This is an optimization exercise on Yosys and OpenROAD, whose aim is small area, a short achievable clock period and few clock cycles per item, not a production implementation. For this run, only the layout was checked, not whether the RTL still works. Power figures rest on the tool's default switching activity, not on a simulated workload.

**design/flow/config.mk**
```make
export PLATFORM = sky130hd
export DESIGN_NAME = krnl_maxpool
export DESIGN_NICKNAME = krnl_maxpool
export VERILOG_FILES = /design/flow/design.v
export SDC_FILE = /design/flow/constraint.sdc
export NUM_CORES = 4
export LEC_CHECK = 0
export CAP_MARGIN = 20
export CORE_MARGIN = 2
export CORE_UTILIZATION = 40
export SLEW_MARGIN = 20
```
**design/flow/constraint.sdc**
```tcl
create_clock -name core_clock -period 3.8 [get_ports {ap_clk}]
set_input_delay 0.7600 -clock core_clock [delete_from_list [all_inputs] [get_ports {ap_clk}]]
set_output_delay 0.7600 -clock core_clock [all_outputs]
set_load 0.01 [all_outputs]
```
**design/flow/design.v**
```verilog
package maxpool_pkg;
  localparam int DATA_WIDTH = 32;
  typedef logic signed [DATA_WIDTH-1:0] elem_t;   
  typedef logic [15:0] count_t;                    
  localparam int AXIL_ADDR_WIDTH = 6;
  localparam int AXIL_DATA_WIDTH = 32;
  typedef logic [AXIL_ADDR_WIDTH-1:0] axil_addr_t;
  typedef logic [AXIL_DATA_WIDTH-1:0] axil_data_t;
  localparam axil_addr_t ADDR_CTRL    = 6'h00;   
  localparam axil_addr_t ADDR_IER     = 6'h04;   
  localparam axil_addr_t ADDR_WINDOWS = 6'h10;   
  localparam int CTRL_START_BIT = 0;
  localparam int CTRL_DONE_BIT  = 1;
  localparam int CTRL_IDLE_BIT  = 2;
  typedef enum logic [1:0] {WR_IDLE, WR_RESP} axil_wr_state_e;
  typedef enum logic [1:0] {RD_IDLE, RD_DATA} axil_rd_state_e;
  typedef enum logic [1:0] {POOL_IDLE, POOL_RUN, POOL_HOLD} pool_state_e;
endpackage
`timescale 1ns/1ps
module maxpool_control_s_axi (
  input  logic                    ap_clk,
  input  logic                    areset,
  input  logic                    awvalid,
  output logic                    awready,
  input  maxpool_pkg::axil_addr_t awaddr,
  input  logic                    wvalid,
  output logic                    wready,
  input  maxpool_pkg::axil_data_t wdata,
  input  logic [3:0]              wstrb,
  output logic                    bvalid,
  input  logic                    bready,
  output logic [1:0]              bresp,
  input  logic                    arvalid,
  output logic                    arready,
  input  maxpool_pkg::axil_addr_t araddr,
  output logic                    rvalid,
  input  logic                    rready,
  output maxpool_pkg::axil_data_t rdata,
  output logic [1:0]              rresp,
  input  logic                    job_done,
  output logic                    job_start,
  output maxpool_pkg::count_t     job_windows,
  output logic                    interrupt
);
  maxpool_pkg::axil_wr_state_e wr_state;
  maxpool_pkg::axil_rd_state_e rd_state;
  logic                        wr_hs;        
  logic                        ar_hs;
  logic                        ctrl_rd;      
  logic                        start_req;
  logic                        ap_start;
  logic                        ap_start_r;
  logic                        ap_done;      
  logic                        ap_idle;
  logic                        ier;
  maxpool_pkg::axil_data_t     wmask;
  maxpool_pkg::axil_data_t     win_merged;
  maxpool_pkg::axil_data_t     ctrl_word;
  assign wr_hs   = (wr_state == maxpool_pkg::WR_IDLE) && awvalid && wvalid;
  assign awready = wr_hs;                                
  assign wready  = wr_hs;
  assign bvalid  = (wr_state == maxpool_pkg::WR_RESP);
  assign bresp   = 2'b00;                                
  always_ff @(posedge ap_clk) begin
    if (areset) begin
      wr_state <= maxpool_pkg::WR_IDLE;
    end else begin
      case (wr_state)
        maxpool_pkg::WR_IDLE: begin
          if (wr_hs) wr_state <= maxpool_pkg::WR_RESP;
        end
        maxpool_pkg::WR_RESP: begin
          if (bready) wr_state <= maxpool_pkg::WR_IDLE;   
        end
        default: wr_state <= maxpool_pkg::WR_IDLE;
      endcase
    end
  end
  assign wmask      = {{8{wstrb[3]}}, {8{wstrb[2]}}, {8{wstrb[1]}}, {8{wstrb[0]}}};
  assign win_merged = ({16'b0, job_windows} & ~wmask) | (wdata & wmask);
  assign start_req = wr_hs && (awaddr == maxpool_pkg::ADDR_CTRL) && wstrb[0] &&
                     wdata[maxpool_pkg::CTRL_START_BIT];
  always_ff @(posedge ap_clk) begin
    if (areset) begin
      ier         <= 1'b0;
      job_windows <= '0;
    end else if (wr_hs) begin
      if (awaddr == maxpool_pkg::ADDR_IER && wstrb[0]) ier <= wdata[0];
      if (awaddr == maxpool_pkg::ADDR_WINDOWS) begin
        job_windows <= win_merged[15:0];   
      end
    end
  end
  always_ff @(posedge ap_clk) begin
    if (areset) begin
      ap_start   <= 1'b0;
      ap_start_r <= 1'b0;
      job_start  <= 1'b0;
      ap_idle    <= 1'b1;
      ap_done    <= 1'b0;
    end else begin
      ap_start_r <= ap_start;
      job_start  <= ap_start & ~ap_start_r;   
      if (job_done) begin
        ap_start <= 1'b0;
      end else if (start_req && ap_idle && !ap_start) begin
        ap_start <= 1'b1;
      end
      if (job_done) ap_idle <= 1'b1;
      else if (job_start) ap_idle <= 1'b0;
      if (job_done) ap_done <= 1'b1;
      else if (ctrl_rd) ap_done <= 1'b0;
    end
  end
  assign interrupt = ier & ap_done;
  assign arready = (rd_state == maxpool_pkg::RD_IDLE);
  assign ar_hs   = arready && arvalid;
  assign rvalid  = (rd_state == maxpool_pkg::RD_DATA);
  assign rresp   = 2'b00;
  assign ctrl_rd = ar_hs && (araddr == maxpool_pkg::ADDR_CTRL);
  always_ff @(posedge ap_clk) begin
    if (areset) begin
      rd_state <= maxpool_pkg::RD_IDLE;
    end else begin
      case (rd_state)
        maxpool_pkg::RD_IDLE: begin
          if (ar_hs) rd_state <= maxpool_pkg::RD_DATA;
        end
        maxpool_pkg::RD_DATA: begin
          if (rready) rd_state <= maxpool_pkg::RD_IDLE;
        end
        default: rd_state <= maxpool_pkg::RD_IDLE;
      endcase
    end
  end
  always_comb begin
    ctrl_word                               = '0;
    ctrl_word[maxpool_pkg::CTRL_START_BIT]  = ap_start;
    ctrl_word[maxpool_pkg::CTRL_DONE_BIT]   = ap_done;
    ctrl_word[maxpool_pkg::CTRL_IDLE_BIT]   = ap_idle;
  end
  always_ff @(posedge ap_clk) begin
    if (ar_hs) begin
      case (araddr)
        maxpool_pkg::ADDR_CTRL:    rdata <= ctrl_word;
        maxpool_pkg::ADDR_IER:     rdata <= {31'b0, ier};
        maxpool_pkg::ADDR_WINDOWS: rdata <= {16'b0, job_windows};
        default:                   rdata <= '0;   
      endcase
    end
  end
endmodule
`timescale 1ns/1ps
module maxpool_window #(
  parameter int POOL_SIZE = 4
) (
  input  logic                ap_clk,
  input  logic                areset,
  input  logic                job_start,
  input  maxpool_pkg::count_t job_windows,
  input  logic                in_tvalid,
  output logic                in_tready,
  input  maxpool_pkg::elem_t  in_tdata,
  output logic                pool_tvalid,
  input  logic                pool_tready,
  output maxpool_pkg::elem_t  pool_tdata,
  output logic                job_done
);
  localparam int CNT_W = (POOL_SIZE > 1) ? $clog2(POOL_SIZE) : 1;
  maxpool_pkg::pool_state_e state;
  logic [CNT_W-1:0]         elem_cnt;    
  maxpool_pkg::count_t      win_cnt;     
  maxpool_pkg::count_t      win_total;   
  maxpool_pkg::elem_t       run_max;
  maxpool_pkg::elem_t       next_max;
  logic                     in_hs;
  logic                     last_elem;
  logic                     last_win;
  assign in_tready   = (state == maxpool_pkg::POOL_RUN);    
  assign in_hs       = in_tvalid && in_tready;
  assign last_elem   = (elem_cnt == CNT_W'(POOL_SIZE - 1));
  assign last_win    = (win_cnt == win_total - 16'd1);
  assign pool_tvalid = (state == maxpool_pkg::POOL_HOLD);
  assign pool_tdata  = run_max;
  assign next_max = (elem_cnt == '0 || in_tdata > run_max) ? in_tdata : run_max;
  always_ff @(posedge ap_clk) begin
    if (areset) begin
      state    <= maxpool_pkg::POOL_IDLE;
      elem_cnt <= '0;
      win_cnt  <= '0;
      job_done <= 1'b0;
    end else begin
      job_done <= 1'b0;   
      case (state)
        maxpool_pkg::POOL_IDLE: begin
          if (job_start) begin
            elem_cnt <= '0;
            win_cnt  <= '0;
            if (job_windows == '0) job_done <= 1'b1;   
            else state <= maxpool_pkg::POOL_RUN;
          end
        end
        maxpool_pkg::POOL_RUN: begin
          if (in_hs) begin
            if (last_elem) begin
              elem_cnt <= '0;
              state    <= maxpool_pkg::POOL_HOLD;    
            end else begin
              elem_cnt <= elem_cnt + 1'b1;
            end
          end
        end
        maxpool_pkg::POOL_HOLD: begin
          if (pool_tready) begin
            if (last_win) begin
              job_done <= 1'b1;
              state    <= maxpool_pkg::POOL_IDLE;
            end else begin
              win_cnt <= win_cnt + 16'd1;
              state   <= maxpool_pkg::POOL_RUN;
            end
          end
        end
        default: state <= maxpool_pkg::POOL_IDLE;
      endcase
    end
  end
  always_ff @(posedge ap_clk) begin
    if (in_hs) run_max <= next_max;
    if (job_start && state == maxpool_pkg::POOL_IDLE) win_total <= job_windows;
  end
endmodule
`timescale 1ns/1ps
module maxpool_out_fifo #(
  parameter int FIFO_DEPTH = 16
) (
  input  logic               ap_clk,
  input  logic               areset,
  input  logic               pool_tvalid,
  output logic               pool_tready,
  input  maxpool_pkg::elem_t pool_tdata,
  output logic               out_tvalid,
  input  logic               out_tready,
  output maxpool_pkg::elem_t out_tdata
);
  localparam int PTR_W = $clog2(FIFO_DEPTH);
  localparam int CNT_W = PTR_W + 1;
  maxpool_pkg::elem_t mem [FIFO_DEPTH];
  logic [PTR_W-1:0]   wr_ptr;
  logic [PTR_W-1:0]   rd_ptr;
  logic [PTR_W-1:0]   rd_ptr_nxt;
  logic [CNT_W-1:0]   count;       
  logic               wr_en;
  logic               rd_en;
  assign pool_tready = (count != CNT_W'(FIFO_DEPTH));   
  assign out_tvalid  = (count != '0);
  assign wr_en       = pool_tvalid && pool_tready;
  assign rd_en       = out_tvalid && out_tready;
  assign rd_ptr_nxt  = rd_ptr + 1'b1;                   
  always_ff @(posedge ap_clk) begin
    if (areset) begin
      wr_ptr <= '0;
      rd_ptr <= '0;
      count  <= '0;
    end else begin
      if (wr_en) wr_ptr <= wr_ptr + 1'b1;
      if (rd_en) rd_ptr <= rd_ptr_nxt;
      case ({wr_en, rd_en})
        2'b10:   count <= count + 1'b1;
        2'b01:   count <= count - 1'b1;
        default: count <= count;   
      endcase
    end
  end
  always_ff @(posedge ap_clk) begin
    if (wr_en) mem[wr_ptr] <= pool_tdata;
    if (wr_en && (count == '0 || (rd_en && count == CNT_W'(1)))) begin
      out_tdata <= pool_tdata;
    end else if (rd_en) begin
      out_tdata <= mem[rd_ptr_nxt];
    end
  end
endmodule
`timescale 1ns/1ps
module krnl_maxpool #(
  parameter int POOL_SIZE  = 4,    
  parameter int FIFO_DEPTH = 16
) (
  input  logic                    ap_clk,
  input  logic                    areset,
  input  logic                    s_axi_control_awvalid,
  output logic                    s_axi_control_awready,
  input  maxpool_pkg::axil_addr_t s_axi_control_awaddr,
  input  logic                    s_axi_control_wvalid,
  output logic                    s_axi_control_wready,
  input  maxpool_pkg::axil_data_t s_axi_control_wdata,
  input  logic [3:0]              s_axi_control_wstrb,
  output logic                    s_axi_control_bvalid,
  input  logic                    s_axi_control_bready,
  output logic [1:0]              s_axi_control_bresp,
  input  logic                    s_axi_control_arvalid,
  output logic                    s_axi_control_arready,
  input  maxpool_pkg::axil_addr_t s_axi_control_araddr,
  output logic                    s_axi_control_rvalid,
  input  logic                    s_axi_control_rready,
  output maxpool_pkg::axil_data_t s_axi_control_rdata,
  output logic [1:0]              s_axi_control_rresp,
  output logic                    interrupt,
  input  logic                    in_tvalid,
  output logic                    in_tready,
  input  maxpool_pkg::elem_t      in_tdata,
  output logic                    out_tvalid,
  input  logic                    out_tready,
  output maxpool_pkg::elem_t      out_tdata
);
  logic                job_start;
  logic                job_done;
  maxpool_pkg::count_t job_windows;
  logic                pool_tvalid;
  logic                pool_tready;
  maxpool_pkg::elem_t  pool_tdata;
  maxpool_control_s_axi u_control (
    .ap_clk      (ap_clk),
    .areset      (areset),
    .awvalid     (s_axi_control_awvalid),
    .awready     (s_axi_control_awready),
    .awaddr      (s_axi_control_awaddr),
    .wvalid      (s_axi_control_wvalid),
    .wready      (s_axi_control_wready),
    .wdata       (s_axi_control_wdata),
    .wstrb       (s_axi_control_wstrb),
    .bvalid      (s_axi_control_bvalid),
    .bready      (s_axi_control_bready),
    .bresp       (s_axi_control_bresp),
    .arvalid     (s_axi_control_arvalid),
    .arready     (s_axi_control_arready),
    .araddr      (s_axi_control_araddr),
    .rvalid      (s_axi_control_rvalid),
    .rready      (s_axi_control_rready),
    .rdata       (s_axi_control_rdata),
    .rresp       (s_axi_control_rresp),
    .job_done    (job_done),
    .job_start   (job_start),
    .job_windows (job_windows),
    .interrupt   (interrupt)
  );
  maxpool_window #(
    .POOL_SIZE (POOL_SIZE)
  ) u_window (
    .ap_clk      (ap_clk),
    .areset      (areset),
    .job_start   (job_start),
    .job_windows (job_windows),
    .in_tvalid   (in_tvalid),
    .in_tready   (in_tready),
    .in_tdata    (in_tdata),
    .pool_tvalid (pool_tvalid),
    .pool_tready (pool_tready),
    .pool_tdata  (pool_tdata),
    .job_done    (job_done)
  );
  maxpool_out_fifo #(
    .FIFO_DEPTH (FIFO_DEPTH)
  ) u_out_fifo (
    .ap_clk      (ap_clk),
    .areset      (areset),
    .pool_tvalid (pool_tvalid),
    .pool_tready (pool_tready),
    .pool_tdata  (pool_tdata),
    .out_tvalid  (out_tvalid),
    .out_tready  (out_tready),
    .out_tdata   (out_tdata)
  );
endmodule
```
**design/flow/run.sh**
```bash
#!/bin/bash
# synth_recipe.tcl (not shown) runs the flow's synth.tcl, then flattens the netlist and writes it again
# the make line also repeats each setting of config.mk as NAME=value (left out here)
make -C /OpenROAD-flow-scripts/flow DESIGN_CONFIG=/design/flow/config.mk WORK_HOME=/design/flow/orfs CLKGATE_MAP_FILE= SYNTH_SCRIPT=/design/flow/synth_recipe.tcl finish
```
==> results.json <==
{
  "drc_errors": 0,
  "avg_wl_per_cell_um": 24.1,
  "final_net_count": 1756,
  "multiInputGateArea_um2": 7260,
  "cp-startpoint": "u_window.win_total[2]",
  "finalSetupViolations": 0,
  "setup.worst_path.end_class": "register",
  "tightest_slew_ns": 0.898,
  "wl_met2_mm": 30.9,
  "final.fill_count": 5585,
  "synth_seq_area_share": 0.719,
  "worstReg2RegEnd": "u_window.win_cnt[3]",
  "cts-buffers-inserted": 71,
  "worst_ep_required_time_ns": 4.31,
  "vias_per_cell": 5.43,
  "num_vias": 13800,
  "clock-root-buffer": "clkbuf_16",
  "timing.setup.tns_ns": 0,
  "first_global_vias": 14200,
  "gr-total-overflow": 0,
  "synth_edf_count": 608,
  "routabilityCongestion": 0.778,
  "antenna-diode-count": 0,
  "worstSkewPairLatency_ns": 0.62,
  "min_from": "u_control.ap_start_r",
  "syn_to_final_growth_pct": 18.7,
  "dieArea_um2": 69600,
  "cts_htree_levels": 3,
  "pin_count_of_the_biggest_net_entering_global_routing": 98,
  "timing.final.ws_setup_ns": 0.381,
  "clock_tree_from_tritoncts": "yes",
  "p_leak_nw": 10.3,
  "timing.max_slew.rel_slack": 0.401,
  "number_of_placed_i_o_pins": 165,
  "status": "complete, no violations",
  "path_class": "reg2reg",
  "yosys_register_bits": 666,
  "hold_depth": 1,
  "max_freq_mhz": 292,
  "iteration_count_of_the_initial_detailed_routing_pass": 7,
  "grt_use_total": 0.177,
  "post_synth_num_cell_types": 61,
  "worst_r2r_path_depth": 8,
  "cts_sinks": 666,
  "core_area_um2": 67000,
  "layout.cells.non_filler": 2551,
  "wl_mm": 61.5,
  "post_synth.cell_area_avg_um2": 18.9,
  "port_buffers": 126,
  "hold_end": "u_control.job_start",
  "initial_core_util": 0.403,
  "syn-instance-count": 1426,
  "clock_skew_ns": 0.0246,
  "grt_pass1_wl_mm": 90.9,
  "finalCritPeriodShare": 0.900,
  "report.final.hold_viol_count": 0,
  "post_cts_hold_buffer_count": 0,
  "die_width_um": 264,
  "holdCritPathClass": "reg2reg",
  "rsz_0062_raised_after_global_routing": "no",
  "dpl_worst_slack_ns": 0.401,
  "timing.rr.start": "u_window.win_total[2]",
  "synth_common_cells": "edfxtp_1 (608), mux4_2 (160), nor2_1 (63), dfxtp_1 (58), inv_1 (53)",
  "rrSetupSlack_ns": 0.38,
  "vdd_ir_drop_max_uv": 375,
  "placement_rows": 95,
  "number_of_antenna_violating_nets_in_the_routed_design": 0,
  "post_synth_top_flop": "edfxtp_1",
  "wirelength_met1_mm": 26.2,
  "dpl.cell_count": 2422,
  "synthMostInstantiatedCell": "edfxtp_1",
  "slew_viol_final": 0,
  "detailroute.wirelength.met3_mm": 3.05,
  "post_cts_setup_buffer_count": 0,
  "synth_area_leaders": "edfxtp_1 (68%), mux4_2 (13%), dfxtp_1 (4.3%), ha_1 (2.1%), mux2_2 (1.3%)",
  "post-dp-hpwl_mm": 35.0,
  "layout.area.seq_um2": 19400,
  "maxCapViolCount": 0,
  "ys_warn_count": 3,
  "clkTransAtPathRegs_ns": 0.06,
  "arrival_ns": 3.93,
  "async_reset_ff_frac": 0,
  "critical_path.startpoint_type": "register",
  "clock_path_buffers": 3,
  "topRoutingLayerUsed": "met4",
  "cts_resized": 0,
  "grt_antenna_before_repair": 0,
  "layout-drive-gt1-share": 0.230,
  "finalWorstPathRequiredPeriod_ns": 3.42,
  "synth_top_area_cell": "edfxtp_1",
  "post_synth_instance_area_um2": 27000,
  "floorplan.die.height_um": 264,
  "maximum_net_fanout_on_the_critical_path": 31,
  "power.density_cell_area_nw_per_um2": 545,
  "drt-initial-drc-count": 879,
  "yosys.area.top_type_share": 0.676
}
[per-layer routing]
metal / track usage / vias to the layer above
li1: - / 6126
met1: 0.234 / 7255
met2: 0.301 / 384
met3: 0.0281 / 80
met4: 0.0559 / 0
met5: 0 / -
[worst max-delay path, stage by stage, from the launching register on]
cell and delay (ns):
edfxtp_1 0.52, or4_1 0.62, or3_1 0.39, a2111oi_0 0.62, o21ai_0 0.31, nor4_4 0.25, buf_4 0.32, nor4_1 0.09
o21a_1 0.20
[how the worst max path moves through the flow]
stage	endpoint	slack (ns)	cells past startpoint
after global routing	u_window.win_cnt[4]	0.22	8
after CTS	u_window.win_cnt[4]	0.38	8
after detailed placement	u_window.win_cnt[4]	0.40	8
after floorplan	u_window.run_max[0]	0.07	8
final	u_window.win_cnt[3]	0.38	8
after global placement	u_window.run_max[11]	0.41	9
[final cells by class]
class | count | area share
timing repair buffer | 185 | 0.0585
multi-input combinational | 645 | 0.226
clock inverter | 44 | 0.0110
clock buffer | 85 | 0.0577
inverter | 53 | 0.00621
sequential | 666 | 0.606
tap | 873 | 0.0341
[sequential cells by signal, indices dropped and copies added (netlist names), named ones only]
signal,count
u_control.ap_done,1
u_control.ier,1
u_control.wr_state,1
u_out_fifo.out_tdata,32
u_out_fifo.mem,512
u_control.rd_state,1
u_window.elem_cnt,2
u_window.state,2
u_control.rdata,16
u_window.win_cnt,16
u_control.ap_start,1
u_control.job_start,1
u_window.run_max,32
u_out_fifo.wr_ptr,4
u_out_fifo.rd_ptr,4
u_out_fifo.count,5
u_window.job_done,1
u_control.ap_start_r,1
u_control.ap_idle,1
u_window.win_total,16
[metrics by stage]
step	total power, W	util	hold WS (ns)	area [µm²]
floorplan	0.0102	-	0.367	27100
global placement	0.0111	0.445	0.374	29800
detailed placement	0.0111	0.445	0.382	29800
CTS	0.0177	0.478	0.387	32100
global route	0.0181	0.478	0.392	32100
finish	0.0175	0.478	0.384	32100
[cells by family (layout without fill, tap and decap cells)]
| group | count (synthesis) | after routing | synth area share |
|---|---|---|---|
| AOI/OAI and AO/OA | 116 | 116 | 0.0292 |
| other | 1 | 20 | 0.000139 |
| muxes | 216 | 216 | 0.156 |
| xor gates and xnor gates | 24 | 24 | 0.00778 |
| DFF | 666 | 666 | 0.719 |
| buffers and inverters | 134 | 367 | 0.0226 |
| adders and majority gates | 45 | 45 | 0.0208 |
| and+or+nand+nor | 224 | 224 | 0.0448 |
[cell usage in the layout, fill, tap and decap left out, types with 14 or more instances in the layout]
master           netlist  final
a21oi_1               31     30
and2_1                16     16
buf_12                 0     14
buf_4                 21     45
clkbuf_16              0     72
clkdlybuf4s50_1        0    125
clkinv_1               0     21
conb_1                 1     20
dfxtp_1               58     57
edfxtp_1             608    608
ha_1                  45     44
inv_1                 53     53
mux2_2                32     32
mux2i_1               24     24
mux4_2               160    160
nand2_1               25     25
nand3_1               15     15
nor2_1                63     51
nor4_1                15     15
o21ai_0               15     15
or3_1                 16     16
or4_1                 14     14
[where the power goes]
part           internal (W)  total [W]  leakage (nW)  switching (W)
Clock               0.00377    0.00656          1.08        0.00279
Combinational       0.00154    0.00278          3.31        0.00124
Sequential          0.00806    0.00812          5.91      0.0000528

[re-timing with driven ports]
Ports are ideal in the flow. The routed layout listed here was re-timed in OpenROAD.
Step 1: set_driving_cell puts a clkbuf_16 on ap_clk and a buf_2 on each other input, an assumption about the parent block.
Step 2 also shifts input and output timing later by t, the mid clock arrival at the registers, as if the neighbouring blocks saw the same clock.
Three values: ideal, step 1, step 2; two values: the first two.
t (ns): 0.667
setup slack, ns: 0.381 / 0.381 / 0.381
worst data-port slew with drivers (ns): 0.06
cell pins on the clock port's net: 1
After both steps this run still meets setup and hold. The setup slack of this run moves by 0.000 ns with the drivers and by 0.000 ns with both steps.
